Source: an optimization exercise on an open RTL-to-GDS flow (aim: small area, a short achievable clock period and few clock cycles). Production flows keep margins and buffers that such runs may drop. Where RTL was checked, it was by simulation tests only, not by an equivalence proof against the original. No functional check of the RTL was part of run 5. Power is estimated from default activity; no workload was simulated.

File: config.mk
export PLATFORM = sky130hd
export DESIGN_NAME = online_shop
export DESIGN_NICKNAME = online_shop
export VERILOG_FILES = /design/flow/design.v
export SDC_FILE = /design/flow/constraint.sdc
export NUM_CORES = 4
export LEC_CHECK = 0
export CAP_MARGIN = 20
export CORE_MARGIN = 2
export CORE_UTILIZATION = 50
export CTS_CLUSTER_DIAMETER = 100
export CTS_CLUSTER_SIZE = 30
export SLEW_MARGIN = 20
File: constraint.sdc
create_clock -name core_clock -period 9.0 [get_ports {clk}]
set_input_delay 1.8000 -clock core_clock [delete_from_list [all_inputs] [get_ports {clk}]]
set_output_delay 1.8000 -clock core_clock [all_outputs]
set_load 0.01 [all_outputs]
File: design.v
package shop_pkg;
	typedef logic [15:0] money_t;
	typedef logic [5:0]  item_num_t;
	typedef logic [11:0] exp_t;
	typedef logic [7:0]  user_id_t;
	typedef enum logic [1:0] {
		item_none,
		item_small,
		item_medium,
		item_large
	} item_id_e;
	typedef enum logic [1:0] {
		lvl_platinum = 2'd0,
		lvl_gold     = 2'd1,
		lvl_silver   = 2'd2,
		lvl_copper   = 2'd3
	} level_e;
	typedef enum logic [3:0] {
		act_none    = 4'd0,
		act_buy     = 4'd1,
		act_deposit = 4'd4
	} action_e;
	typedef enum logic [3:0] {
		no_err         = 4'd0,
		inv_not_enough = 4'd2,
		out_of_money   = 4'd3,
		inv_full       = 4'd4,
		wallet_full    = 4'd8
	} err_e;
	typedef struct packed {
		item_num_t large_num;
		item_num_t medium_num;
		item_num_t small_num;
		level_e    level;
		exp_t      exp;
	} shop_info_t;
	typedef struct packed {
		item_id_e  item_id;
		item_num_t item_num;
		user_id_t  seller_id;
	} shop_hist_t;
	typedef struct packed {
		money_t     money;
		shop_hist_t shop_history;
	} user_info_t;
	typedef struct packed {
		shop_info_t shop;
		user_info_t user;
	} account_t;
	typedef union packed {
		money_t money;
		struct packed {
			logic [7:0] pad;
			user_id_t   val;
		} id;
		struct packed {
			logic [11:0] pad;
			action_e     val;
		} action;
		struct packed {
			logic [13:0] pad;
			item_id_e    val;
		} item;
		struct packed {
			logic [9:0] pad;
			item_num_t  val;
		} count;
	} data_in_t;
	typedef enum logic [3:0] {
		s_idle,
		s_user_req,
		s_user_wait,
		s_input,
		s_seller_req,
		s_seller_wait,
		s_buy_calc,
		s_dep_calc,
		s_seller_wr,
		s_seller_wr_wait,
		s_user_wr,
		s_user_wr_wait,
		s_out
	} state_e;
	localparam money_t price_small  = 16'd100;
	localparam money_t price_medium = 16'd200;
	localparam money_t price_large  = 16'd300;
	localparam money_t fee_platinum = 16'd10;
	localparam money_t fee_gold     = 16'd30;
	localparam money_t fee_silver   = 16'd50;
	localparam money_t fee_copper   = 16'd70;
	localparam exp_t exp_small  = 12'd20;
	localparam exp_t exp_medium = 12'd40;
	localparam exp_t exp_large  = 12'd60;
	localparam exp_t exp_to_silver   = 12'd1000;
	localparam exp_t exp_to_gold     = 12'd2500;
	localparam exp_t exp_to_platinum = 12'd4000;
	localparam money_t money_max = 16'd65535;
	localparam int dram_word_bits = 64;
endpackage
`timescale 1ns/1ps
module cnt_mul
(
	input  logic [1:0] item,
	input  logic [5:0] cnt,
	output logic [7:0] nk      
);
	assign nk = (item[0] ? 8'(cnt) : 8'd0) + (item[1] ? 8'({cnt, 1'b0}) : 8'd0);
endmodule
module price_mul
(
	input  logic [7:0]  nk,
	output logic [14:0] pk,    
	output logic [11:0] xk     
);
	logic [14:0] pa, pb, pc, ps, pcy;
	assign pa  = 15'({nk, 6'd0});
	assign pb  = 15'({nk, 5'd0});
	assign pc  = 15'({nk, 2'd0});
	assign ps  = pa ^ pb ^ pc;
	assign pcy = (pa & pb) | (pa & pc) | (pb & pc);
	assign pk  = ps + {pcy[13:0], 1'b0};
	assign xk  = 12'({nk, 4'd0}) + 12'({nk, 2'd0});
endmodule
module user_upd
(
	input  logic [63:0] w,
	input  logic [16:0] opb,    
	input  logic [11:0] xk,
	input  logic [1:0]  item,
	input  logic [5:0]  cnt,
	input  logic [7:0]  sid,
	output logic [63:0] w_new,
	output logic [16:0] m_diff,
	output logic        inv_full
);
	logic [63:0] ua;
	logic [5:0]  u_hold;
	logic [6:0]  u_hsum;
	logic [6:0]  fee_m2;
	logic [16:0] op_a, op_b, op_c, cs_s, cs_c;
	logic [12:0] e_sum;
	logic [1:0]  lvl_new;
	logic [11:0] exp_new;
	logic [63:0] ua_buy;
	assign ua = {w[39:32], w[47:40], w[55:48], w[63:56],
	             w[7:0],   w[15:8],  w[23:16], w[31:24]};
	always_comb begin
		case (item)
			2'd1:    u_hold = ua[51:46];
			2'd2:    u_hold = ua[57:52];
			2'd3:    u_hold = ua[63:58];
			default: u_hold = 6'd0;
		endcase
		u_hsum   = 7'(u_hold) + 7'(cnt);
		inv_full = u_hsum[6];
		case (ua[45:44])
			2'd0:    fee_m2 = 7'd8;
			2'd1:    fee_m2 = 7'd28;
			2'd2:    fee_m2 = 7'd48;
			default: fee_m2 = 7'd68;
		endcase
		op_a = {1'b0, ua[31:16]};
		op_b = opb;
		op_c = ~{10'd0, fee_m2};
		cs_s = op_a ^ op_b ^ op_c;
		cs_c = (op_a & op_b) | (op_a & op_c) | (op_b & op_c);
		m_diff = cs_s + {cs_c[15:0], 1'b0};
		e_sum = 13'(ua[43:32]) + 13'(xk);
		lvl_new = ua[45:44];
		exp_new = e_sum[11:0];
		case (ua[45:44])
			2'd3: if (e_sum >= 13'd1000) begin lvl_new = 2'd2; exp_new = 12'd0; end
			2'd2: if (e_sum >= 13'd2500) begin lvl_new = 2'd1; exp_new = 12'd0; end
			2'd1: if (e_sum >= 13'd4000) begin lvl_new = 2'd0; exp_new = 12'd0; end
			default: exp_new = 12'd0;
		endcase
		ua_buy = ua;
		case (item)
			2'd1: ua_buy[51:46] = u_hsum[5:0];
			2'd2: ua_buy[57:52] = u_hsum[5:0];
			2'd3: ua_buy[63:58] = u_hsum[5:0];
			default: ;
		endcase
		ua_buy[45:44] = lvl_new;
		ua_buy[43:32] = exp_new;
		ua_buy[15:0]  = {item, cnt, sid};
	end
	assign w_new = {ua_buy[39:32], ua_buy[47:40], ua_buy[55:48], ua_buy[63:56],
	                ua_buy[7:0],   ua_buy[15:8],  ua_buy[23:16], ua_buy[31:24]};
endmodule
module sell_upd
(
	input  logic [63:0] w,
	input  logic [14:0] pk,
	input  logic [1:0]  item,
	input  logic [5:0]  cnt,
	output logic [63:0] w_new
);
	logic [63:0] sa;
	logic [5:0]  s_hold;
	logic [16:0] s_sum;
	logic [63:0] sa_new;
	assign sa = {w[39:32], w[47:40], w[55:48], w[63:56],
	             w[7:0],   w[15:8],  w[23:16], w[31:24]};
	always_comb begin
		case (item)
			2'd1:    s_hold = sa[51:46];
			2'd2:    s_hold = sa[57:52];
			2'd3:    s_hold = sa[63:58];
			default: s_hold = 6'd0;
		endcase
		s_sum = 17'(sa[31:16]) + 17'(pk);
		sa_new = sa;
		case (item)
			2'd1: sa_new[51:46] = s_hold - cnt;
			2'd2: sa_new[57:52] = s_hold - cnt;
			2'd3: sa_new[63:58] = s_hold - cnt;
			default: ;
		endcase
		sa_new[31:16] = s_sum[16] ? 16'hffff : s_sum[15:0];
	end
	assign w_new = {sa_new[39:32], sa_new[47:40], sa_new[55:48], sa_new[63:56],
	                sa_new[7:0],   sa_new[15:8],  sa_new[23:16], sa_new[31:24]};
endmodule
module stock_chk
(
	input  logic [63:0] w,
	input  logic [1:0]  item,
	input  logic [5:0]  cnt,
	output logic        ok
);
	logic [63:0] sa;
	logic        ge1, ge2, ge3;
	assign sa = {w[39:32], w[47:40], w[55:48], w[63:56],
	             w[7:0],   w[15:8],  w[23:16], w[31:24]};
	assign ge1 = sa[51:46] >= cnt;
	assign ge2 = sa[57:52] >= cnt;
	assign ge3 = sa[63:58] >= cnt;
	always_comb begin
		case (item)
			2'd1:    ok = ge1;
			2'd2:    ok = ge2;
			2'd3:    ok = ge3;
			default: ok = cnt == 6'd0;
		endcase
	end
endmodule
module dep_user
(
	input  logic [63:0] w,
	input  logic [15:0] amount,
	output logic [63:0] w_new,
	output logic        ovf
);
	logic [16:0] d_sum;
	assign d_sum = 17'({w[7:0], w[15:8]}) + 17'(amount);
	assign ovf   = d_sum[16];
	assign w_new = {w[63:16], d_sum[7:0], d_sum[15:8]};
endmodule
`timescale 1ns/1ps
module online_shop
(
	input  logic         clk,
	input  logic         inf,
	input  logic [15:0]  data_in,
	input  logic         id_valid,
	input  logic         act_valid,
	input  logic         item_valid,
	input  logic         num_valid,
	input  logic         amnt_valid,
	input  logic         c_out_valid,
	input  logic [63:0]  c_data_r,
	output logic         c_in_valid,
	output logic         c_r_wb,
	output logic [7:0]   c_addr,
	output logic [63:0]  c_data_w,
	output logic         out_valid,
	output logic [3:0]   err_msg,
	output logic         complete,
	output logic [31:0]  out_info
);
	localparam int IDLE  = 0;   
	localparam int UREQ  = 1;   
	localparam int UWAIT = 2;   
	localparam int HAVEU = 3;   
	localparam int DCALC = 4;   
	localparam int SREQ  = 5;   
	localparam int SWAIT = 6;   
	localparam int WREQ  = 7;   
	localparam int WWAIT = 8;   
	localparam int SERR  = 9;   
	localparam int NST   = 10;
	logic [NST-1:0] st;
	logic [NST-1:0] nst;
	logic           pend;
	logic           can_req;
	logic [7:0]  uid;
	logic [7:0]  sid;
	logic [7:0]  xin;       
	logic        got_sid;
	logic        got_amt;
	logic [16:0] opb;       
	logic [11:0] xk;        
	logic [63:0] wbuf;
	logic [63:0] sbuf;
	logic        inv_full_q;
	logic        req;
	logic        rd;
	logic [7:0]  addr_n;
	logic        ovld;
	logic [3:0]  err_n;
	wire [1:0] item = xin[7:6];
	wire [5:0] cnt  = xin[5:0];
	assign c_data_w = wbuf;
	assign out_info = {mreg[15:0], xin[7:0], sid};
	always_ff @(posedge clk or negedge inf) begin
		if (!inf)
			pend <= 1'b0;
		else
			pend <= c_in_valid || (pend && !c_out_valid);
	end
	assign can_req = !c_in_valid && (!pend || c_out_valid);
	always_ff @(posedge clk) begin
		if (id_valid && st[IDLE])
			uid <= data_in[7:0];
		if (st[DCALC])
			{xin[7:0], sid} <= {ua_dep[7:0], ua_dep[15:8]};
		else if (st[SERR])
			{xin[7:0], sid} <= 16'd0;
		else begin
			if (id_valid && !st[IDLE])
				sid <= data_in[7:0];
			if (num_valid)
				xin[5:0] <= data_in[5:0];
			if (item_valid)
				xin[7:6] <= data_in[1:0];
		end
		if (id_valid && st[IDLE]) begin
			got_sid <= 1'b0;
			got_amt <= 1'b0;
		end else begin
			if (id_valid)
				got_sid <= 1'b1;
			if (amnt_valid)
				got_amt <= 1'b1;
		end
	end
	logic [7:0]  nk;
	logic [7:0]  nk_n;
	logic [14:0] pk_n;
	logic [11:0] xk_n;
	cnt_mul u_cnt_mul (.item(item), .cnt(data_in[5:0]), .nk(nk_n));
	price_mul u_price_mul (.nk(nk), .pk(pk_n), .xk(xk_n));
	always_ff @(posedge clk) begin
		if (num_valid)
			nk <= nk_n;
		if (amnt_valid)
			opb <= {1'b0, data_in};
		else if (!got_amt)
			opb <= ~{2'b00, pk_n};
		xk <= xk_n;
	end
	logic [63:0] ua_buy;    
	logic [16:0] m_diff;    
	logic [16:0] mreg;      
	logic        mwb;       
	logic        inv_full;
	logic [63:0] ua_dep;
	logic        ovf;
	logic [63:0] sa_new;
	logic        stock_ok;
	user_upd u_user_upd (
		.w         (wbuf),
		.opb       (opb),
		.xk        (xk),
		.item      (item),
		.cnt       (cnt),
		.sid       (sid),
		.w_new     (ua_buy),
		.m_diff    (m_diff),
		.inv_full  (inv_full)
	);
	dep_user u_dep_user (
		.w      (wbuf),
		.amount (opb[15:0]),
		.w_new  (ua_dep),
		.ovf    (ovf)
	);
	sell_upd u_sell_upd (
		.w     (sbuf),
		.pk    (~opb[14:0]),
		.item  (item),
		.cnt   (cnt),
		.w_new (sa_new)
	);
	stock_chk u_stock_chk (
		.w    (c_data_r),
		.item (item),
		.cnt  (cnt),
		.ok   (stock_ok)
	);
	logic [3:0] buy_err;
	logic stock_ok_q;
	always_ff @(posedge clk)
		stock_ok_q <= stock_ok;
	assign buy_err  = inv_full_q ? 4'd4 : !stock_ok_q ? 4'd2 : mreg[16] ? 4'd3 : 4'd0;
	logic u_go, sid_now, amt_now, buy_ok, u_req;
	assign u_go    = st[HAVEU] || (st[UWAIT] && c_out_valid);
	assign sid_now = got_sid || id_valid;
	assign amt_now = got_amt || amnt_valid;
	assign buy_ok  = !inv_full_q && !mreg[16] && stock_ok;
	assign u_req   = ((st[IDLE] && id_valid) || st[UREQ]) && can_req;
	always_comb begin
		nst[IDLE]  = (st[IDLE] && !id_valid) || (st[DCALC] && !ovf) || st[SERR] || (st[WWAIT] && c_out_valid);
		nst[UREQ]  = ((st[IDLE] && id_valid) || st[UREQ]) && !can_req;
		nst[UWAIT] = u_req || (st[UWAIT] && !c_out_valid);
		nst[HAVEU] = u_go && !sid_now && !amt_now;
		nst[DCALC] = u_go && !sid_now && amt_now;
		nst[SREQ]  = u_go && sid_now;
		nst[SWAIT] = st[SREQ] || (st[SWAIT] && !c_out_valid);
		nst[WREQ]  = st[SWAIT] && c_out_valid && buy_ok;
		nst[SERR]  = (st[SWAIT] && c_out_valid && !buy_ok) || (st[DCALC] && ovf);
		nst[WWAIT] = st[WREQ] || (st[WWAIT] && !c_out_valid);
		req  = u_req || nst[SREQ] || (st[DCALC] && !ovf) || nst[WREQ] || (st[WWAIT] && c_out_valid);
		ovld = (st[DCALC] && !ovf) || st[SERR] || (st[WWAIT] && c_out_valid);
		rd   = st[IDLE] || st[UREQ] || st[UWAIT] || st[HAVEU];
		err_n = !st[SERR] ? 4'd0 : got_amt ? 4'd8 : buy_err;
		if (st[IDLE])
			addr_n = data_in[7:0];
		else if (st[UWAIT] || st[HAVEU])
			addr_n = id_valid ? data_in[7:0] : sid;
		else if (st[WREQ] || st[WWAIT])
			addr_n = sid;
		else
			addr_n = uid;
	end
	always_ff @(posedge clk or negedge inf) begin
		if (!inf) begin
			st         <= NST'(1) << IDLE;
			c_in_valid <= 1'b0;
			out_valid  <= 1'b0;
		end else begin
			st         <= nst;
			c_in_valid <= req;
			out_valid  <= ovld;
		end
	end
	always_ff @(posedge clk) begin
		c_r_wb   <= rd;
		c_addr   <= addr_n;
		err_msg  <= err_n;
		complete <= (err_n == 4'd0);
	end
	always_ff @(posedge clk) begin
		if (st[UWAIT])
			wbuf <= c_data_r;
		else if (st[SREQ])
			wbuf <= ua_buy;
		else if (mwb)
			{wbuf[7:0], wbuf[15:8]} <= mreg[15:0];
		else if (st[DCALC])
			wbuf <= ua_dep;
		else if (st[WREQ])
			wbuf <= sa_new;
		sbuf <= c_data_r;
		mwb  <= st[SREQ];
		if (st[SREQ])
			mreg <= m_diff;
		else if (st[DCALC] || st[SERR])
			mreg <= 17'd0;
		if (st[SREQ])
			inv_full_q <= inv_full;
	end
endmodule
File: flow/run.sh
#!/bin/bash
# Own flow: the standard layout (standard.sh, unchanged synthesis and steps) with two
# extra ORFS settings passed on make's command line:
#  - port buffers are buf_1 cells instead of the default delay-buffer cells;
set -euo pipefail
cd "$(dirname "$0")/.."
bash standard.sh \
  "BUFFER_PORTS_ARGS=-buffer_cell sky130_fd_sc_hd__buf_1" \
  SETUP_SLACK_MARGIN=5.6 \
  finish > flow_make.log 2>&1
File: standard.sh
#!/bin/bash
# synth_recipe.tcl (not shown) runs the flow's synth.tcl, then flattens the netlist and writes it again
# the make line also repeats each setting of config.mk as NAME=value (left out here)
make -C /OpenROAD-flow-scripts/flow DESIGN_CONFIG=/design/flow/config.mk WORK_HOME=/design/flow/orfs CLKGATE_MAP_FILE= SYNTH_SCRIPT=/design/flow/synth_recipe.tcl "${@:-finish}"
==> results of run 1 <==
==> worst max-delay path, stage by stage <==
cell and delay, ns:
buf_2 0.14, inv_6 0.04, ha_4 0.20, nand2b_4 0.13, a21o_1 0.15, a21o_1 0.16, a211oi_2 0.18, o21ai_1 0.10
a32oi_2 0.22, buf_4 0.18, nor4_1 0.06, or4_1 0.41
==> sequential cells by signal, indices dropped and copies added (netlist names), 4 cells and up <==
signal,flops
sid,8
xin,8
err_msg,4
mreg,17
nk,8
uid,8
xk,10
wbuf,64
opb,17
st,10
sbuf,64
c_addr,8
==> synth_stat cells, types with 12 or more instances <==
library cell  instances
edfxtp_1            130
ha_1                123
inv_1               122
nand2_1             120
o21ai_0             107
dfxtp_1              93
nor2_1               86
a21oi_1              76
clkbuf_1             38
xnor2_1              34
a21o_1               26
mux2i_1              25
a22oi_1              23
nor3_1               23
nor2b_1              21
a22o_1               20
nand2b_1             18
xor2_1               18
fa_1                 17
buf_4                16
mux2_2               14
o21a_1               14
o31ai_1              14
a211oi_1             13
o21bai_1             13
and2_1               12
dfrtp_1              12
==> final cells by class <==
cell class              count  area, um^2
clock buffers              16       350.3
clock inverters             4       41.29
fillers                  2399       11510
inverters                 125       481.7
multi-input cells         948        7079
flip-flops and latches    236        6097
well taps                 341       426.7
repair buffers            226       967.2
==> power by group <==
part	internal, uW	total, uW	switching [uW]
Sequential	1590	1840	253
Combinational	1400	3550	2150
Clock	287	653	366
Total	3280	6040	2770
==> path summary, 6_finish.rpt <==
kind / from / cells after the start / to / slack (ns)
max: c_data_r[54] / 12 / c_in_valid$_DFF_PN0_ / 5.60
min reg2reg: stock_ok_q$_DFF_P_ / 2 / err_msg[0]$_DFF_P_ / 0.46
min in group asynchronous: inf / 1 / st[1]$_DFF_PN0_ / 1.33
max in group asynchronous: inf / 1 / st[2]$_DFF_PN0_ / 7.15
min: stock_ok_q$_DFF_P_ / 2 / err_msg[0]$_DFF_P_ / 0.46
max reg2reg: wbuf[52]$_DFFE_PP_ / 12 / mreg[16]$_SDFFCE_PN0P_ / 5.61
==> routing by layer <==
metal,part of all wire,wire [um],GRT usage
met1,0.45,17320,0.3533
met2,0.48,18300,0.4486
met3,0.042,1615,0.02635
met4,0.023,867,0.07432
met5,0,0,0
==> stage by stage <==
step	utilization	total power, uW
after floorplan	-	4179
after global placement	0.5489	5115
after detailed placement	0.5489	5147
after CTS	0.5680	5914
after global routing	0.5730	6519
final	0.5730	6043
==> cells by family after synthesis <==
family	after synthesis	synth area share
flops	236	0.4438
mux	39	0.02971
simple gates	331	0.1134
buf+inv	185	0.05496
compound gates	386	0.1880
xor+xnor	52	0.03318
fa+ha+maj	140	0.1369
==> repair_timing <==
item                                    CTS  global route
resized for setup                        18            25
pin swaps                                 5            13
endpoints found under the setup margin   12            21
hold buffers                              0             0
cloned                                    0             0
buffers inserted                          7             6
==> metrics.csv, run 1 <==
stage;metric;value;unit
run_status;status;complete, no violations;
finish;non-filler instance count after layout;1896;
detailed_routing;drt total wl;38.10;mm
synth;post-synthesis cell area;13730;um^2
sta;final setup margin;5.595;ns
floorplan;# IOs;200;
sta;Hold WS;0.4619;ns
detailed_routing;1st-pass router iterations;5;
pwr;pwr/cell area;391.3;nW/um^2
grt;initial antenna violation count;0;
grt;GR Overflow Total;0;
finish;most common cell after layout, fill and taps aside;buf_1;
placed_design;post-DP HPWL;28.11;mm
detailed_routing;vias per std cell;5.627;
floorplan;Die Ht;169.7;um
sta;final max-slew violation count;0;
floorplan;Core ar.;26950;um^2
sta;Final Hold Viols;0;
clock_network;clk slew on worst S/H paths;0.11;ns
synth;synthesized area per cell;10.03;um^2
sta;FMAX;293.7;MHz
detailed_routing;number of DRC markers in iteration 0;821;
grt;largest net degree at the start of global routing;66;
finish;finished layout cell area;15440;um^2
critical_path;crit path DAT;3.77;ns
floorplan;# rows;60;
placed_design;dpl cell area;14790;um^2
synth;ys flop type;edfxtp_1;
synth;Synth Warn #;4;
finish;number of diodes;0;
finish;most frequent cells in the layout;195 x buf_1, 130 x edfxtp_1, 120 x nand2_1;
sta;RSZ-0062 raised after global routing;true;
critical_path;CP endpoint kind;flip-flop;
sta;Final TNS setup;0;ns
detailed_routing;antenna-violating nets left;0;
grt;Total Routing Usage GR;0.2617;
critical_path;crit path kind;primary input to flip-flop;
clock_network;htree depth;1;
critical_path;Critical Path RT;9.36;ns
synth;Seq/Total Area, Yosys;0.4438;
grt;vias in the first global route;10590;
worst_hold_path;Worst Hold Class;flip-flop to flip-flop;
critical_path;Startpoint Class;primary input;
synth;ys async rst share;0.05508;
synth;Post-Synthesis Cells;1369;
placed_design;pre-CTS WS;4.757;ns
floorplan;initial core utilization;0.5093;
placed_design;placed cells;1863;
sta;Worst Skew;0.01991;ns
sta;post-route clock period utilization;0.3783;
finish;share of cells above drive strength 1;0.07653;
grt;first-pass GRT wire length;58.34;mm
sta;Slew @ Worst Pin;1.116;ns
sta;worst rel slew slack;0.2490;
synth;Synth area leaders;edfxtp_1 28%, dfxtp_1 14%, ha_1 11%, o21ai_0 3.9%, inv_1 3.3%;
synth;syn_nets;1597;
clock_network;Clk Latency, worst-skew pair;0.50;ns
sta;setup violators final;0;
critical_path;crit path max fanout;3;
synth;Post-synth EDFFs;130;
finish;P&R area growth vs syn;12.51;%
floorplan;Die W;169.7;um
detailed_routing;mean routed wirelength per cell;20.10;um
clock_network;CTS root buf;clkbuf_16;
clock_network;CTS Buffer Depth;3;
pwr;Leak Pwr;0.006323;uW
floorplan;die area;28790;um^2
clock_network;CTS Sinks;236;
pwr;maximum VDD drop;0.2325;mV
placed_design;Port Buffer Count;198;
synth;top-area cell type share of the netlist area;0.2844;
synth;count of state elements after synthesis;236;
detailed_routing;# DRC;0;
finish;Nets;1777;
synth;Distinct cells, synth;76;
synth;post-synth top area cell;edfxtp_1;
clock_network;CTS tree;yes;
clock_network;total CTS buffers;12;
job;Max Cap Viol;0;
placed_design;GP Congestion;0.8825;
detailed_routing;via count;10670;
sta;min Tclk post-route;3.405;ns
Testbench counts, summed over its fixed seeds: cycles 28,975.
==> run 2: changes to the inputs <==
--- a/config.mk
+++ b/config.mk
@@ -9,5 +9,5 @@
 export CORE_MARGIN = 2
 export CORE_UTILIZATION = 50
 export CTS_CLUSTER_DIAMETER = 100
-export CTS_CLUSTER_SIZE = 30
+export CTS_CLUSTER_SIZE = 20
 export SLEW_MARGIN = 20
==> run 2 against run 1 <==
  * Largest cell class unchanged
  * Register-to-register slack got worse by 0.05 ns
  * Area after synthesis did not move
  * Cell area rose by 0.10%
  * Critical path depth rose by 1
  * First-iteration DRC count fell by 5.6%
  * Still clean on timing, DRC and antenna
  * Synthesized cell count did not move
  * Clock power rose by 3%
==> metrics.csv, run 2 <==
stage;metric;value;unit;change
run_status;status;complete, no violations;;
detailed_routing;via count;10690;;+0.16%
finish;non-filler instance count after layout;1900;;+0.21%
grt;Total Routing Usage GR;0.2618;;about the same
placed_design;placed cells;1863;;unchanged
detailed_routing;# DRC;0;;unchanged
finish;fillers;2406;;+0.29%
detailed_routing;1st-pass router iterations;5;;unchanged
detailed_routing;vias per std cell;5.624;;about the same
finish;area of the multi-input gates;7078;um^2;about the same
critical_path;reg2reg path depth;13;;+1
finish;Nets;1780;;+0.17%
sta;Final Hold Viols;0;;unchanged
synth;ys flop type;edfxtp_1;;
placed_design;pre-CTS WS;4.757;ns;unchanged
synth;Synth Warn #;4;;unchanged
pwr;maximum VDD drop;0.1939;mV;-17%
floorplan;# IOs;200;;unchanged
clock_network;CTS Buffer Depth;3;;unchanged
finish;most frequent cells in the layout;195 x buf_1, 130 x edfxtp_1, 120 x nand2_1;;
grt;GRT Max-Usage Layer;met2;;
finish;biggest regs;sbuf x64, wbuf x64;;
job;Max Cap Viol;0;;unchanged
synth;post-synthesis cell area;13730;um^2;unchanged
synth;compound-cell area share of the yosys netlist;0.1880;;unchanged
grt;first-pass GRT wire length;58.31;mm;about the same
grt;largest net degree at the start of global routing;66;;unchanged
sta;final max-slew violation count;0;;unchanged
synth;ys async rst share;0.05508;;unchanged
pwr;Clk pwr share;0.111;;+0.003
critical_path;crit path DAT;3.74;ns;-0.03 ns
pwr;combinational group share of total power;0.585;;-0.002
pwr;pwr/cell area;391.6;nW/um^2;about the same
finish;final core utilization;0.5736;;+0.0006030
finish;share of cells above drive strength 1;0.07445;;-0.002073
floorplan;die area;28790;um^2;unchanged
critical_path;CP max stage delay;0.47;ns;+0.06 ns
clock_network;total CTS buffers;15;;+3
floorplan;Core ar.;26950;um^2;unchanged
critical_path;Critical Path RT;9.30;ns;-0.06 ns
critical_path;crit path max fanout;3;;unchanged
grt;vias in the first global route;10630;;+0.32%
floorplan;initial core utilization;0.5093;;unchanged
worst_hold_path;hold depth;2;;unchanged
synth;largest family of logic cells by synthesized area;compound AO/OA/AOI/OAI gates;;
synth;syn_nets;1597;;unchanged
synth;top-area cell type share of the netlist area;0.2844;;unchanged
placed_design;Port Buffer Count;198;;unchanged
synth;post-synth top area cell;edfxtp_1;;
clock_network;CTS root buf;clkbuf_16;;
synth;Post-synth EDFFs;130;;unchanged
critical_path;Crit-path slowest cell;edfxtp_1;;
floorplan;Die W;169.7;um;unchanged
sta;Final TNS setup;0;ns;unchanged
clock_network;CTS Sinks;236;;unchanged
critical_path;CP endpoint kind;flip-flop;;
sta;post-route clock period utilization;0.3826;;+0.004281
sta;worst rel slew slack;0.2320;;-0.01700
placed_design;post-DP HPWL;28.11;mm;unchanged
synth;Synth Area in Adders;0.1369;;unchanged
synth;area share of and/or/nand/nor cells after synthesis;0.1134;;unchanged
synth;count of state elements after synthesis;236;;unchanged
synth;count leader, synth;edfxtp_1;;
synth;post-synthesis xor/xnor area fraction;0.03318;;unchanged
sta;final setup margin;5.557;ns;-0.03853 ns
detailed_routing;mean routed wirelength per cell;20.03;um;-0.34%
synth;Synth area leaders;edfxtp_1 28%, dfxtp_1 14%, ha_1 11%, o21ai_0 3.9%, inv_1 3.3%;;
grt;met1 Track Usage GR;0.3508;;-0.002484
sta;setup violators final;0;;unchanged
pwr;Tot Pwr;6054;uW;+0.18%
clock_network;clk slew on worst S/H paths;0.08;ns;-0.03 ns
synth;Post-Synthesis Cells;1369;;unchanged
sta;Slew @ Worst Pin;1.142;ns;+0.02528 ns
clock_network;Clk Latency, worst-skew pair;0.50;ns;about the same
finish;P&R area growth vs syn;12.62;%;
grt;initial antenna violation count;1;;+1
pwr;Cell Int Power;3301;uW;+0.69%
detailed_routing;antenna-violating nets left;0;;unchanged
pwr;Switching Fraction;0.4548;;-0.002767
grt;GR Util met3;0.02938;;+0.003032
sta;RSZ-0062 raised after global routing;true;;
pwr;P_sw;2753;uW;-0.43%
sta;min Tclk post-route;3.443;ns;+0.03853 ns
sta;Worst Skew;0.02696;ns;+0.007049 ns
critical_path;crit path kind;flip-flop to flip-flop;;
pwr;Seq pwr share;0.305;;about the same
detailed_routing;number of DRC markers in iteration 0;775;;-5.6%
synth;multiplexer share of the synthesized area;0.02971;;unchanged
clock_network;CTS tree;yes;;
synth;Distinct cells, synth;76;;unchanged
pwr;Leak Pwr;0.006323;uW;about the same
detailed_routing;drt total wl;38.06;mm;-0.13%
placed_design;GP Congestion;0.8825;;unchanged
finish;most common cell after layout, fill and taps aside;buf_1;;
clock_network;htree depth;1;;unchanged
finish;Reg area;6097;um^2;unchanged
floorplan;Die Ht;169.7;um;unchanged
synth;Post-synth top cells;130 x edfxtp_1, 123 x ha_1, 122 x inv_1;;
critical_path;Startpoint Class;flip-flop;;
grt;grt met2 use;0.4486;;unchanged
sta;FMAX;290.4;MHz;-1.1%
synth;synthesized area per cell;10.03;um^2;unchanged
critical_path;CP Cell Sequence;buf_6, ha_4, nor2_4, fa_1, ha_1, a21o_1, a21oi_2, nor2b_2, o31a_1, o211a_4, o31ai_4, nand4_1, o311ai_2;;
floorplan;# rows;60;;unchanged
grt;GR Overflow Total;0;;unchanged
synth;Seq/Total Area, Yosys;0.4438;;unchanged
worst_hold_path;Worst Hold Class;flip-flop to flip-flop;;
[run 2: cell counts after synthesis]
No cell type changed its count.
[run 2: cell type report]
type	instances	area share
antenna	1	0.0001619
clock buffer	22	0.02598
clock inverter	1	0.0003237
inverter	125	0.03116
multi-input combinational	948	0.4578
sequential	236	0.3944
tap	341	0.02760
timing repair buffer	226	0.06256
[run 2: path summary, 6_finish.rpt]
path                       slack (ns)                from                      to
hold / removal                   0.46  stock_ok_q$_DFF_P_      err_msg[0]$_DFF_P_
max in group asynchronous        7.13                 inf         st[2]$_DFF_PN0_
setup / recovery                 5.56  wbuf[53]$_DFFE_PP_  mreg[16]$_SDFFCE_PN0P_
hold reg to reg                  0.46  stock_ok_q$_DFF_P_      err_msg[0]$_DFF_P_
min in group asynchronous        1.34                 inf         st[1]$_DFF_PN0_
setup reg to reg                 5.56  wbuf[53]$_DFFE_PP_  mreg[16]$_SDFFCE_PN0P_
[run 2: logic make-up after synthesis]
family	count (synthesis)
AO/OA/AOI/OAI	386
AND/OR/NAND/NOR	331
flip-flops	236
buffers and inverters	185
adder cells (fa/ha/maj)	140
XOR/XNOR	52
multiplexers	39
[run 2: critical path: cells and delay by family (launching register included)]
kind                     cells  cell delay, ns
flip-flops                   1            0.47
AO/OA/AOI/OAI                6            1.38
adder cells (fa/ha/maj)      3            0.86
AND/OR/NAND/NOR              3            0.37
buffers and inverters        1            0.16
[run 2: timing repair]
| action | in CTS | in global routing |
|---|---|---|
| buffers inserted | 8 | 5 |
| resized for setup | 19 | 23 |
| hold buffers | 0 | 0 |
| pin swaps | 6 | 14 |
| setup endpoints to repair | 12 | 19 |
| hold endpoints to repair | 0 | 0 |
[run 2: metrics by stage]
step	instance area, um^2	hold WS (ns)
after floorplan	13790	0.3741
after global placement	14790	0.4308
after detailed placement	14790	0.4452
after CTS	15330	0.4634
after global routing	15460	0.4915
final	15460	0.4610
[run 2: power groups by stage]
stage	sequential [uW]	clock, uW	combinational (uW)
finish	1840	671	3540
detailed placement	1870	0	3280
global placement	1860	0	3250
CTS	1840	687	3400
floorplan	1840	0	2340
global route	1880	726	3930
[run 2: layer usage]
metal / part of all wire / up-vias / routed length, um
li1: - / 5265 / -
met1: 0.45 / 5105 / 17100
met2: 0.48 / 260 / 18330
met3: 0.044 / 56 / 1675
met4: 0.025 / 0 / 943
met5: 0 / - / 0
==> run 3: changes to the inputs <==
--- a/flow/run.sh
+++ b/flow/run.sh
@@ -6,5 +6,5 @@
 cd "$(dirname "$0")/.."
 bash standard.sh \
   "BUFFER_PORTS_ARGS=-buffer_cell sky130_fd_sc_hd__buf_1" \
-  SETUP_SLACK_MARGIN=5.6 \
+  SETUP_SLACK_MARGIN=5.8 \
   finish > flow_make.log 2>&1
==> run 3 against run 2 <==
  * Sequential power about the same
  * Area after synthesis did not move
  * First-iteration DRC count is 5.7% lower
  * Count of clock-buffer cells in the layout up 3
  * Clock skew decreased by 0.0045 ns
  * Combinational power rose by 7.9%
  * Still clean
  * Global-route usage grew 0.091 points
  * Wire length grew 1.3%
  * Cell area increased by 2.3%
  * Final cell count is 0.84% higher
  * Fmax up 3.1%
==> metrics.csv, run 3 <==
stage;metric;value;unit;change
run_status;status;complete, no violations;;
floorplan;# IOs;200;;unchanged
grt;largest net degree at the start of global routing;83;;+26%
critical_path;flop2flop setup slack;5.68;ns;+0.12 ns
worst_hold_path;Hold EP;err_msg[0]$_DFF_P_;;
critical_path;delay-heaviest family, CP;compound AO/OA/AOI/OAI gates;;
pwr;Switching Fraction;0.4544;;about the same
sta;FMAX;299.4;MHz;+3.1%
placed_design;Port Buffer Count;198;;unchanged
critical_path;CP endpoint kind;flip-flop;;
placed_design;post-DP HPWL;28.23;mm;+0.41%
grt;Total Routing Usage GR;0.2627;;+0.0009097
critical_path;Reg-to-Reg Start;wbuf[52]$_DFFE_PP_;;
clock_network;clk slew on worst S/H paths;0.08;ns;about the same
synth;Synth Warn #;4;;unchanged
critical_path;r2r endpoint;mreg[16]$_SDFFCE_PN0P_;;
pwr;combinational group share of total power;0.602;;+0.017
job;Max Cap Viol;0;;unchanged
synth;syn_nets;1597;;unchanged
critical_path;reg2reg path depth;12;;-1
floorplan;die area;28790;um^2;unchanged
detailed_routing;number of DRC markers in iteration 0;731;;-5.7%
synth;post-synth top area cell;edfxtp_1;;
sta;final max-slew violation count;0;;unchanged
finish;most common cell after layout, fill and taps aside;buf_1;;
finish;biggest regs;sbuf x64, wbuf x64;;
worst_hold_path;Worst Hold Class;flip-flop to flip-flop;;
critical_path;CP max stage delay;0.40;ns;-0.07 ns
critical_path;crit path DAT;3.70;ns;-0.04 ns
placed_design;pre-CTS WS;4.769;ns;+0.01198 ns
critical_path;Crit-path slowest cell;or4_1;;
grt;initial antenna violation count;0;;-1
synth;Post-Synthesis Cells;1369;;unchanged
grt;first-pass GRT wire length;58.13;mm;-0.30%
worst_hold_path;hold depth;2;;unchanged
detailed_routing;1st-pass router iterations;5;;unchanged
critical_path;CP Cell Sequence;buf_4, inv_8, ha_4, nand2b_4, a21o_1, a21o_1, a211oi_2, o21ai_1, a32oi_2, buf_6, nor4_2, or4_1;;
synth;ys async rst share;0.05508;;unchanged
synth;Post-synth EDFFs;130;;unchanged
critical_path;crit path kind;primary input to flip-flop;;
pwr;Clk pwr share;0.109;;-0.002
finish;fillers;2408;;+0.083%
critical_path;Worst Path Buf+Inv;3;;+2
finish;P&R area growth vs syn;15.17;%;
worst_hold_path;min-delay src;stock_ok_q$_DFF_P_;;
clock_network;CTS tree;yes;;
floorplan;initial core utilization;0.5093;;unchanged
placed_design;placed cells;1864;;+0.054%
grt;met1 Track Usage GR;0.3468;;-0.004000
finish;final core utilization;0.5866;;+0.01295
placed_design;GP Congestion;0.8930;;+1.2%
sta;Worst Skew;0.02244;ns;-0.004515 ns
pwr;Seq pwr share;0.289;;-0.016
detailed_routing;via count;10850;;+1.5%
synth;count of state elements after synthesis;236;;unchanged
clock_network;Clk Latency, worst-skew pair;0.50;ns;about the same
detailed_routing;vias per std cell;5.660;;+0.64%
detailed_routing;mean routed wirelength per cell;20.13;um;+0.50%
sta;Slew @ Worst Pin;1.076;ns;-0.06614 ns
finish;number of diodes;0;;-1
synth;Post-synth top cells;130 x edfxtp_1, 123 x ha_1, 122 x inv_1;;
pwr;P_sw;2883;uW;+4.7%
clock_network;CTS root buf;clkbuf_16;;
pwr;Leak Pwr;0.006473;uW;+2.4%
synth;top-area cell type share of the netlist area;0.2844;;unchanged
critical_path;crit path max fanout;3;;unchanged
floorplan;# rows;60;;unchanged
finish;Nets;1795;;+0.84%
floorplan;Core ar.;26950;um^2;unchanged
clock_network;total CTS buffers;15;;unchanged
sta;min Tclk post-route;3.340;ns;-0.1034 ns
synth;post-synthesis cell area;13730;um^2;unchanged
finish;area of the multi-input gates;7244;um^2;+2.4%
clock_network;CTS Sinks;236;;unchanged
detailed_routing;drt total wl;38.57;mm;+1.3%
sta;Final TNS setup;0;ns;unchanged
critical_path;most used cell, CP;a21o_1;;
synth;ys flop type;edfxtp_1;;
grt;GRT Max-Usage Layer;met2;;
finish;most frequent cells in the layout;194 x buf_1, 130 x edfxtp_1, 120 x nand2_1;;
pwr;Tot Pwr;6344;uW;+4.8%
sta;Final Hold Viols;0;;unchanged
synth;Seq/Total Area, Yosys;0.4438;;unchanged
synth;count leader, synth;edfxtp_1;;
finish;non-filler instance count after layout;1916;;+0.84%
floorplan;Die Ht;169.7;um;unchanged
pwr;pwr/cell area;401.3;nW/um^2;+2.5%
finish;share of cells above drive strength 1;0.1010;;+0.02650
grt;GR Overflow Total;0;;unchanged
sta;post-route clock period utilization;0.3711;;-0.01149
sta;setup violators final;0;;unchanged
detailed_routing;antenna-violating nets left;0;;unchanged
pwr;maximum VDD drop;0.2352;mV;+21%
clock_network;CTS Buffer Depth;3;;unchanged
critical_path;Critical Path RT;9.36;ns;+0.06 ns
synth;Synth area leaders;edfxtp_1 28%, dfxtp_1 14%, ha_1 11%, o21ai_0 3.9%, inv_1 3.3%;;
sta;RSZ-0062 raised after global routing;true;;
detailed_routing;# DRC;0;;unchanged
critical_path;Startpoint Class;primary input;;
synth;Distinct cells, synth;76;;unchanged
floorplan;Die W;169.7;um;unchanged
grt;grt met2 use;0.4442;;-0.004437
clock_network;htree depth;1;;unchanged
grt;vias in the first global route;10450;;-1.6%
finish;Reg area;6097;um^2;unchanged
sta;final setup margin;5.660;ns;+0.1034 ns
grt;GR Util met3;0.03591;;+0.006530
sta;worst rel slew slack;0.2812;;+0.04918
pwr;Cell Int Power;3461;uW;+4.9%
synth;synthesized area per cell;10.03;um^2;unchanged
## run 3: worst max-delay path by stage
stage,from,end,slack [ns],depth (start not counted)
6_report,c_data_r[34],c_in_valid$_DFF_PN0_,5.66,12
5_1_grt,wbuf[52]$_DFFE_PP_,mreg[16]$_SDFFCE_PN0P_,5.55,12
2_1_floorplan,c_data_r[34],c_in_valid$_DFF_PN0_,5.49,10
4_1_cts,wbuf[53]$_DFFE_PP_,mreg[16]$_SDFFCE_PN0P_,5.66,12
3_3_place_gp,c_data_r[34],c_in_valid$_DFF_PN0_,4.78,11
3_5_place_dp,c_data_r[34],c_in_valid$_DFF_PN0_,4.77,11
## run 3: what timing repair did
item                       4_1_cts  5_1_grt
pin swaps                       13       28
gates resized for setup         39       50
setup endpoints to repair       22       42
gates cloned                     0        1
setup buffers                   10       16
hold buffers                     0        0
## run 3: layout make-up
class / instances / area share
well taps: 341 / 0.02699
flip-flops and latches: 236 / 0.3857
clock buffers: 25 / 0.02746
multi-input cells: 948 / 0.4583
inverters: 125 / 0.03047
repair buffers: 241 / 0.07115
## run 3: cells by family (layout without fill, tap and decap cells)
group,Yosys count,count (layout),share of synthesized area
compound gates,386,386,0.1880
fa+ha+maj,140,140,0.1369
xor+xnor,52,52,0.03318
simple gates,331,331,0.1134
buf+inv,185,391,0.05496
flops,236,236,0.4438
mux,39,39,0.02971
## run 3: power by group through the flow
stage                     Combinational (uW)  Clock (uW)  Sequential (uW)
after floorplan                         2350           0             1840
after global placement                  3280           0             1850
after detailed placement                3320           0             1860
after CTS                               3520         711             1840
after global routing                    4190         745             1860
final                                   3820         693             1830
## run 3: tightest hold or removal path, stage by stage (launching register included)
cell and delay (ns):
dfxtp_1 0.32, nand2_1 0.05, nor4b_1 0.04
## run 3: layer usage
layer,share of wire,wire length [um]
met1,0.44,17090
met2,0.48,18400
met3,0.047,1809
met4,0.033,1275
met5,0,0
## run 3: through the flow
step	cell area [um^2]	hold WS [ns]
after floorplan	13800	0.3741
final	15810	0.4486
after global routing	15810	0.4913
after CTS	15460	0.4495
after detailed placement	14810	0.4316
after global placement	14810	0.4288
==> run 4: changes to the inputs <==
--- a/config.mk
+++ b/config.mk
@@ -7,7 +7,7 @@
 export LEC_CHECK = 0
 export CAP_MARGIN = 20
 export CORE_MARGIN = 2
-export CORE_UTILIZATION = 50
+export CORE_UTILIZATION = 65
 export CTS_CLUSTER_DIAMETER = 100
 export CTS_CLUSTER_SIZE = 20
 export SLEW_MARGIN = 20
==> run 4 against run 3 <==
  * Still clean
  * Sequential power barely moved
  * Global-route usage rose by 6.1 points
  * Sequential share of layout area fell by 0.20 points
  * Critical path depth did not move
  * Die area fell by 23%
  * Cell area rose by 0.51%
  * Register-to-register slack improved by 0.05 ns
  * Final cell count fell by 2.9%
  * Synthesized cell count did not move
==> metrics.csv, run 4 <==
stage;metric;value;unit;change
grt;GR Overflow Total;0;;unchanged
critical_path;crit path DAT;3.68;ns;-0.02 ns
floorplan;# rows;53;;-12%
synth;post-synth top area cell;edfxtp_1;;
placed_design;post-DP HPWL;26.86;mm;-4.9%
detailed_routing;number of DRC markers in iteration 0;952;;+30%
detailed_routing;1st-pass router iterations;5;;unchanged
critical_path;CP endpoint kind;flip-flop;;
clock_network;htree depth;1;;unchanged
synth;largest family of logic cells by synthesized area;compound AO/OA/AOI/OAI gates;;
run_status;status;complete, no violations;;
grt;first-pass GRT wire length;55.81;mm;-4.0%
finish;most frequent cells in the layout;191 x buf_1, 130 x edfxtp_1, 119 x nand2_1;;
detailed_routing;drt total wl;37.69;mm;-2.3%
clock_network;CTS Buffer Depth;3;;unchanged
synth;Post-synth top cells;130 x edfxtp_1, 123 x ha_1, 122 x inv_1;;
placed_design;Port Buffer Count;198;;unchanged
finish;P&R area growth vs syn;15.76;%;
grt;Total Routing Usage GR;0.3238;;+0.06107
grt;largest net degree at the start of global routing;54;;-35%
sta;RSZ-0062 raised after global routing;true;;
clock_network;clk slew on worst S/H paths;0.08;ns;about the same
sta;setup violators final;0;;unchanged
sta;post-route clock period utilization;0.3695;;-0.001573
pwr;Tot Pwr;6441;uW;+1.5%
finish;Nets;1803;;+0.45%
pwr;maximum VDD drop;0.4524;mV;+92%
synth;Synth area leaders;edfxtp_1 28%, dfxtp_1 14%, ha_1 11%, o21ai_0 3.9%, inv_1 3.3%;;
clock_network;Clk Latency, worst-skew pair;0.50;ns;about the same
sta;Worst Skew;0.01847;ns;-0.003969 ns
critical_path;crit path max fanout;3;;unchanged
sta;worst rel slew slack;0.3731;;+0.09191
critical_path;Worst Path Buf+Inv;3;;unchanged
critical_path;Crit-path slowest cell;or4_1;;
synth;post-synthesis cell area;13730;um^2;unchanged
detailed_routing;vias per std cell;6.109;;+7.9%
synth;compound-cell area share of the yosys netlist;0.1880;;unchanged
finish;Reg area;6097;um^2;unchanged
synth;area share of and/or/nand/nor cells after synthesis;0.1134;;unchanged
job;Max Cap Viol;0;;unchanged
synth;ys flop type;edfxtp_1;;
synth;synthesized area per cell;10.03;um^2;unchanged
sta;FMAX;300.7;MHz;+0.43%
synth;ys async rst share;0.05508;;unchanged
synth;Post-synth EDFFs;130;;unchanged
worst_hold_path;Worst Hold Class;flip-flop to flip-flop;;
synth;count of state elements after synthesis;236;;unchanged
critical_path;delay-heaviest family, CP;compound AO/OA/AOI/OAI gates;;
synth;Synth Area in Adders;0.1369;;unchanged
critical_path;crit path kind;primary input to flip-flop;;
clock_network;CTS Sinks;236;;unchanged
floorplan;Die Ht;149.3;um;-12%
detailed_routing;via count;11360;;+4.8%
floorplan;Core ar.;20890;um^2;-22%
synth;Distinct cells, synth;76;;unchanged
floorplan;# IOs;200;;unchanged
finish;area of the multi-input gates;7317;um^2;+1.0%
sta;final max-slew violation count;0;;unchanged
synth;top-area cell type share of the netlist area;0.2844;;unchanged
floorplan;die area;22300;um^2;-23%
finish;fillers;1491;;-38%
floorplan;initial core utilization;0.6571;;+0.1478
synth;multiplexer share of the synthesized area;0.02971;;unchanged
clock_network;CTS tree;yes;;
synth;syn_nets;1597;;unchanged
clock_network;total CTS buffers;15;;unchanged
grt;initial antenna violation count;1;;+1
floorplan;Die W;149.3;um;-12%
synth;post-synthesis xor/xnor area fraction;0.03318;;unchanged
critical_path;CP Cell Sequence;buf_6, inv_6, ha_4, nand2b_4, a21o_1, a21o_1, a211oi_2, o21ai_1, a32oi_2, buf_6, nor4_4, or4_1;;
synth;count leader, synth;edfxtp_1;;
finish;biggest regs;sbuf x64, wbuf x64;;
synth;Synth Warn #;4;;unchanged
finish;most common cell after layout, fill and taps aside;buf_1;;
sta;Slew @ Worst Pin;0.9403;ns;-0.1353 ns
pwr;pwr/cell area;405.4;nW/um^2;+1.0%
critical_path;CP max stage delay;0.41;ns;about the same
clock_network;Post-CTS Hold Fix Bufs;0;;unchanged
finish;share of cells above drive strength 1;0.1143;;+0.01339
detailed_routing;# DRC;0;;unchanged
sta;min Tclk post-route;3.326;ns;-0.01416 ns
critical_path;Critical Path RT;9.35;ns;about the same
clock_network;CTS root buf;clkbuf_16;;
sta;Final TNS setup;0;ns;unchanged
synth;Seq/Total Area, Yosys;0.4438;;unchanged
critical_path;Startpoint Class;primary input;;
detailed_routing;mean routed wirelength per cell;20.27;um;+0.68%
placed_design;GP Congestion;0.9651;;+8.1%
grt;vias in the first global route;10650;;+1.8%
detailed_routing;antenna-violating nets left;0;;unchanged
pwr;Leak Pwr;0.006532;uW;+0.90%
synth;Post-Synthesis Cells;1369;;unchanged
sta;Final Hold Viols;0;;unchanged
## run 4: where the power goes
| group | total (uW) | internal [uW] | switching (uW) | leakage [uW] |
|---|---|---|---|---|
| Sequential | 1860 | 1590 | 269 | 0.00218 |
| Combinational | 3890 | 1600 | 2290 | 0.00415 |
| Clock | 696 | 333 | 363 | 0.000208 |
## run 4: repair_timing
| action | CTS | global route |
|---|---|---|
| setup endpoints to repair | 49 | 61 |
| pin swaps | 15 | 33 |
| setup buffers | 11 | 27 |
| cloned | 0 | 1 |
| gates resized for setup | 38 | 77 |
## run 4: final timing paths
check / slack, ns / to / from / cells after the start
min in group asynchronous: 1.32 / st[7]$_DFF_PN0_ / inf / 1
max in group asynchronous: 7.19 / st[2]$_DFF_PN0_ / inf / 1
min reg2reg: 0.44 / err_msg[0]$_DFF_P_ / stock_ok_q$_DFF_P_ / 2
min: 0.44 / err_msg[0]$_DFF_P_ / stock_ok_q$_DFF_P_ / 2
max reg2reg: 5.73 / mreg[13]$_SDFFCE_PN0P_ / wbuf[52]$_DFFE_PP_ / 13
max: 5.67 / c_in_valid$_DFF_PN0_ / c_data_r[54] / 12
## run 4: through the flow
| step | utilization | instance area [um^2] | hold WS (ns) | setup slack [ns] | std cells |
|---|---|---|---|---|---|
| finish | 0.7607 | 15890 | 0.4448 | 5.674 | 1860 |
| global placement | 0.7034 | 14690 | 0.4307 | 4.869 | 1794 |
| CTS | 0.7351 | 15350 | 0.4470 | 5.613 | 1830 |
| detailed placement | 0.7034 | 14690 | 0.4328 | 4.809 | 1794 |
| global route | 0.7606 | 15890 | 0.4784 | 5.616 | 1859 |
| floorplan | - | 13800 | 0.3741 | 5.495 | 1369 |
## run 4: logic make-up (layout without fill, tap and decap cells)
logic type,Yosys count,count (layout)
muxes,39,39
adders and majority gates,140,140
other,0,2
DFF,236,236
xor gates and xnor gates,52,52
AOI/OAI and AO/OA,386,386
buffers and inverters,185,399
and+or+nand+nor,331,331
## run 4: metal layers
layer	vias up	GRT usage	routed length (um)
met2	512	0.5440	18330
li1	5317	-	-
met3	100	0.05229	3009
met4	0	0.1286	1539
met5	-	0	0
met1	5433	0.4211	14810
## run 4: final cells by class
type,count,share of cell area
Antenna cell,2,0.0003150
Clock buffer,25,0.02732
Inverter,125,0.03079
Multi-Input combinational cell,948,0.4605
Sequential cell,236,0.3837
Tap cell,275,0.02165
Timing Repair Buffer,249,0.07575
## run 4: worst min-delay path, stage by stage, from the launching register on
cell	delay, ns
dfxtp_1	0.32
nand2_1	0.05
nor4b_1	0.04
==> run 5: changes to the inputs <==
--- a/design.v
+++ b/design.v
@@ -125,6 +125,7 @@
 (
 	input  logic [63:0] w,
 	input  logic [16:0] opb,    
+	input  logic [6:0]  fee_m2,  
 	input  logic [11:0] xk,
 	input  logic [1:0]  item,
 	input  logic [5:0]  cnt,
@@ -136,7 +137,6 @@
 	logic [63:0] ua;
 	logic [5:0]  u_hold;
 	logic [6:0]  u_hsum;
-	logic [6:0]  fee_m2;
 	logic [16:0] op_a, op_b, op_c, cs_s, cs_c;
 	logic [12:0] e_sum;
 	logic [1:0]  lvl_new;
@@ -153,12 +153,6 @@
 		endcase
 		u_hsum   = 7'(u_hold) + 7'(cnt);
 		inv_full = u_hsum[6];
-		case (ua[45:44])
-			2'd0:    fee_m2 = 7'd8;
-			2'd1:    fee_m2 = 7'd28;
-			2'd2:    fee_m2 = 7'd48;
-			default: fee_m2 = 7'd68;
-		endcase
 		op_a = {1'b0, ua[31:16]};
 		op_b = opb;
 		op_c = ~{10'd0, fee_m2};
@@ -257,6 +251,20 @@
 	assign ovf   = d_sum[16];
 	assign w_new = {w[63:16], d_sum[7:0], d_sum[15:8]};
 endmodule
+module fee_lut
+(
+	input  logic [1:0] level,
+	output logic [6:0] fee_m2
+);
+	always_comb begin
+		case (level)
+			2'd0:    fee_m2 = 7'd8;
+			2'd1:    fee_m2 = 7'd28;
+			2'd2:    fee_m2 = 7'd48;
+			default: fee_m2 = 7'd68;
+		endcase
+	end
+endmodule
 `timescale 1ns/1ps
 module online_shop
 (
@@ -372,6 +380,7 @@
 	user_upd u_user_upd (
 		.w         (wbuf),
 		.opb       (opb),
+		.fee_m2    (fee_q),
 		.xk        (xk),
 		.item      (item),
 		.cnt       (cnt),
@@ -451,9 +460,14 @@
 		err_msg  <= err_n;
 		complete <= (err_n == 4'd0);
 	end
+	logic [6:0] fee_n;
+	logic [6:0] fee_q;
+	fee_lut u_fee_lut (.level(c_data_r[53:52]), .fee_m2(fee_n));
 	always_ff @(posedge clk) begin
-		if (st[UWAIT])
-			wbuf <= c_data_r;
+		if (st[UWAIT]) begin
+			wbuf  <= c_data_r;
+			fee_q <= fee_n;
+		end
 		else if (st[SREQ])
 			wbuf <= ua_buy;
 		else if (mwb)
--- a/config.mk
+++ b/config.mk
@@ -7,7 +7,7 @@
 export LEC_CHECK = 0
 export CAP_MARGIN = 20
 export CORE_MARGIN = 2
-export CORE_UTILIZATION = 65
+export CORE_UTILIZATION = 50
 export CTS_CLUSTER_DIAMETER = 100
 export CTS_CLUSTER_SIZE = 20
 export SLEW_MARGIN = 20
==> run 5 against run 4 <==
  * Still clean on timing, DRC and antenna
  * Area after synthesis increased by 1.0%
  * Critical path depth is the same
  * Flip-flop and latch count increased by 5
  * Final cell count up 5.3%
  * Hold slack better by 0.027 ns
==> metrics.csv, run 5 <==
stage;metric;value;unit;change
clock_network;CTS Sinks;241;;+2.1%
floorplan;Die W;170.5;um;+14%
sta;min Tclk post-route;3.467;ns;+0.1416 ns
grt;vias in the first global route;10610;;-0.33%
synth;Synth area leaders;edfxtp_1 29%, dfxtp_1 13%, ha_1 11%, o21ai_0 4.0%, inv_1 3.4%;;
synth;Synth Warn #;5;;+1
pwr;P_sw;2725;uW;-6.7%
critical_path;Crit-path slowest cell;or4_1;;
synth;count of state elements after synthesis;241;;+2.1%
critical_path;crit path kind;primary input to flip-flop;;
critical_path;r2r endpoint;c_in_valid$_DFF_PN0_;;
floorplan;Core ar.;27100;um^2;+30%
floorplan;# IOs;200;;unchanged
critical_path;flop2flop setup slack;5.73;ns;about the same
synth;synthesized area per cell;10.15;um^2;+1.2%
placed_design;Port Buffer Count;198;;unchanged
placed_design;post-DP HPWL;28.74;mm;+7.0%
pwr;Clk pwr share;0.122;;+0.014
synth;ys flop type;edfxtp_1;;
finish;most frequent cells in the layout;195 x buf_1, 135 x edfxtp_1, 122 x ha_1;;
finish;number of diodes;0;;-2
pwr;combinational group share of total power;0.578;;-0.026
sta;Slew @ Worst Pin;0.9502;ns;+0.009882 ns
clock_network;Clk Latency, worst-skew pair;0.50;ns;about the same
pwr;Seq pwr share;0.300;;+0.012
clock_network;clk slew on worst S/H paths;0.08;ns;about the same
grt;first-pass GRT wire length;58.56;mm;+4.9%
pwr;maximum VDD drop;0.2842;mV;-37%
synth;Seq/Total Area, Yosys;0.4501;;+0.006342
detailed_routing;drt total wl;39.13;mm;+3.8%
detailed_routing;1st-pass router iterations;7;;+2
floorplan;die area;29080;um^2;+30%
sta;final setup margin;5.533;ns;-0.1416 ns
pwr;Leak Pwr;0.006643;uW;+1.7%
synth;post-synth top area cell;edfxtp_1;;
critical_path;crit path DAT;3.83;ns;+0.15 ns
clock_network;htree depth;1;;unchanged
pwr;Cell Int Power;3423;uW;-2.8%
synth;top-area cell type share of the netlist area;0.2923;;+0.007954
grt;largest net degree at the start of global routing;90;;+67%
critical_path;reg2reg path depth;11;;-2
sta;post-route clock period utilization;0.3852;;+0.01573
finish;P&R area growth vs syn;16.64;%;
sta;RSZ-0062 raised after global routing;true;;
sta;setup violators final;0;;unchanged
worst_hold_path;min-delay src;opb[16]$_SDFFE_PP0N_;;
synth;Post-synth EDFFs;135;;+3.8%
finish;share of cells above drive strength 1;0.1053;;-0.009044
job;Max Cap Viol;0;;unchanged
finish;area of the multi-input gates;7233;um^2;-1.1%
floorplan;# rows;60;;+13%
placed_design;GP Congestion;0.9385;;-2.8%
clock_network;total CTS buffers;16;;+1
grt;GR Overflow Total;0;;unchanged
pwr;pwr/cell area;380.1;nW/um^2;-6.2%
synth;Post-Synthesis Cells;1366;;-0.22%
pwr;Tot Pwr;6148;uW;-4.6%
finish;Nets;1809;;+0.33%
synth;Distinct cells, synth;76;;unchanged
finish;fillers;2423;;+63%
finish;Reg area;6247;um^2;+2.5%
pwr;Switching Fraction;0.4432;;-0.01021
worst_hold_path;Hold EP;opb[16]$_SDFFE_PP0N_;;
finish;final core utilization;0.5968;;-0.1639
synth;ys async rst share;0.05394;;-0.001143
synth;count leader, synth;edfxtp_1;;
critical_path;CP max stage delay;0.42;ns;about the same
sta;Final Hold Viols;0;;unchanged
clock_network;CTS tree;yes;;
critical_path;Startpoint Class;primary input;;
detailed_routing;antenna-violating nets left;0;;unchanged
sta;FMAX;288.4;MHz;-4.1%
clock_network;CTS Buffer Depth;3;;unchanged
finish;biggest regs;sbuf x64, wbuf x64;;
synth;syn_nets;1599;;+0.13%
detailed_routing;mean routed wirelength per cell;19.99;um;-1.4%
synth;post-synthesis cell area;13870;um^2;+1.0%
sta;Worst Skew;0.02674;ns;+0.008270 ns
critical_path;Critical Path RT;9.36;ns;about the same
critical_path;delay-heaviest family, CP;compound AO/OA/AOI/OAI gates;;
worst_hold_path;Worst Hold Class;flip-flop to flip-flop;;
worst_hold_path;hold depth;2;;unchanged
grt;Total Routing Usage GR;0.2620;;-0.06179
floorplan;Die Ht;170.5;um;+14%
critical_path;CP endpoint kind;flip-flop;;
clock_network;CTS root buf;clkbuf_16;;
critical_path;CP Cell Sequence;clkbuf_2, inv_1, ha_4, nand2b_4, a21o_1, a21o_1, a21oi_2, o21ai_2, a311oi_4, buf_6, nor3_1, or4_1;;
grt;initial antenna violation count;0;;-1
synth;Post-synth top cells;135 x edfxtp_1, 127 x ha_1, 125 x inv_1;;
finish;most common cell after layout, fill and taps aside;buf_1;;
detailed_routing;number of DRC markers in iteration 0;904;;-5.0%
critical_path;Worst Path Buf+Inv;3;;unchanged
placed_design;pre-CTS WS;4.590;ns;-0.2191 ns
sta;worst rel slew slack;0.3642;;-0.008929
run_status;status;complete, no violations;;
critical_path;Reg-to-Reg Start;wbuf[8]$_DFFE_PP_;;
sta;final max-slew violation count;0;;unchanged
critical_path;most used cell, CP;a21o_1;;
detailed_routing;via count;10890;;-4.2%
critical_path;crit path max fanout;3;;unchanged
detailed_routing;vias per std cell;5.559;;-9.0%
floorplan;initial core utilization;0.5117;;-0.1455
sta;Final TNS setup;0;ns;unchanged
detailed_routing;# DRC;0;;unchanged
-- run 5: cell types whose count changed after synthesis, sizes merged, moves of 7 or more --
| cell | before | now |
|---|---|---|
| a21oi | 76 | 84 |
| a22o | 20 | 12 |
| a2bb2oi | 9 | 2 |
| mux2 | 14 | 4 |
| mux2i | 25 | 32 |
| nand2 | 120 | 111 |
| nor3 | 24 | 14 |
| o211ai | 12 | 4 |
| o21ai | 108 | 116 |
| xnor2 | 34 | 44 |
-- run 5: worst min-delay path, stage by stage, from the launching register on --
cell,delay [ns]
dfxtp_1,0.33
inv_1,0.05
a21oi_1,0.05
-- run 5: power groups by stage --
stage | clock [uW] | sequential [uW] | combinational, uW
2_1_floorplan | 0 | 1830 | 2170
3_3_place_gp | 0 | 1880 | 2960
3_5_place_dp | 0 | 1880 | 2990
4_1_cts | 767 | 1850 | 3190
5_1_grt | 805 | 1870 | 3910
6_report | 753 | 1840 | 3550
-- run 5: per-layer routing --
metal  up-vias  global-route usage  part of all wire
met5         -                   0                 0
met4         0             0.05723             0.018
met3        43             0.02545             0.045
met2       292              0.4594              0.49
met1      5284              0.3521              0.45
li1       5266                   -                 -
-- run 5: worst max path at each step --
stage,cells past startpoint,slack (ns),to,startpoint
finish,12,5.53,c_in_valid$_DFF_PN0_,c_data_r[34]
global route,12,5.48,c_in_valid$_DFF_PN0_,c_data_r[44]
CTS,12,5.51,c_in_valid$_DFF_PN0_,c_data_r[54]
detailed placement,11,4.59,c_in_valid$_DFF_PN0_,c_data_r[54]
global placement,11,4.60,c_in_valid$_DFF_PN0_,c_data_r[54]
floorplan,10,5.42,c_in_valid$_DFF_PN0_,c_data_r[54]
-- run 5: cell families (layout without fill, tap and decap cells) --
logic type / count (synthesis) / after routing / synth area share
compound gates: 393 / 393 / 0.1879
simple gates: 298 / 298 / 0.09826
flops: 241 / 241 / 0.4501
buf+inv: 188 / 408 / 0.05576
fa+ha+maj: 145 / 145 / 0.1406
xor+xnor: 65 / 65 / 0.04105
mux: 36 / 36 / 0.02635
-- run 5: metrics by stage --
step           std cells  hold slack (ns)  area, um^2
2_1_floorplan       1366           0.4133       13900
3_3_place_gp        1886           0.4510       14890
3_5_place_dp        1886           0.4559       14890
4_1_cts             1931           0.4736       15650
5_1_grt             1958           0.4855       16170
6_report            1958           0.4717       16170
-- run 5: cell type report --
cell class	instances	share of cell area
clock buffers	27	0.02885
clock inverters	1	0.001238
inverters	127	0.03048
multi-input cells	937	0.4472
flip-flops and latches	241	0.3862
well taps	372	0.02878
repair buffers	253	0.07720
-- run 5: repair_timing --
item / 4_1_cts / 5_1_grt
endpoints found under the setup margin: 45 / 51
pin swaps: 15 / 28
gates resized for setup: 31 / 65
buffers inserted: 17 / 25
gates cloned: 0 / 1
hold buffers: 0 / 0

-- afterwards: timing with drivers on the ports --
The results above use ideal ports. As a check the final layouts listed here were re-extracted and re-timed, cells and wires unchanged. Step 1 (the two cells are an assumption about what drives the block):
set clk [get_ports {clk}]
set_driving_cell -lib_cell sky130_fd_sc_hd__clkbuf_16 $clk
set_driving_cell -lib_cell sky130_fd_sc_hd__buf_2 [delete_from_list [all_inputs] $clk]
Step 2 also shifts input and output timing later by t, the mid clock arrival at the registers, as if the neighbouring blocks saw the same clock. Slacks: no drivers / after step 1 / after step 2; pairs: no drivers / after step 1.
| run | t (ns) | slack for setup (ns) | hold WS [ns] |
|---|---|---|---|
| run 1 | 0.537 | 5.595 / 5.608 / 5.071 | 0.462 / 0.462 / 0.462 |
| run 2 | 0.534 | 5.557 / 5.557 / 5.076 | 0.461 / 0.461 / 0.461 |
| run 3 | 0.537 | 5.660 / 5.679 / 5.142 | 0.449 / 0.449 / 0.449 |
| run 4 | 0.535 | 5.674 / 5.641 / 5.148 | 0.445 / 0.445 / 0.445 |
| run 5 | 0.536 | 5.533 / 5.551 / 5.015 | 0.472 / 0.472 / 0.472 |
After both steps setup and hold are still met in every run listed. The setup slack of run 4, which loses most, moves by -0.033 ns with the drivers and by -0.526 ns with both steps.
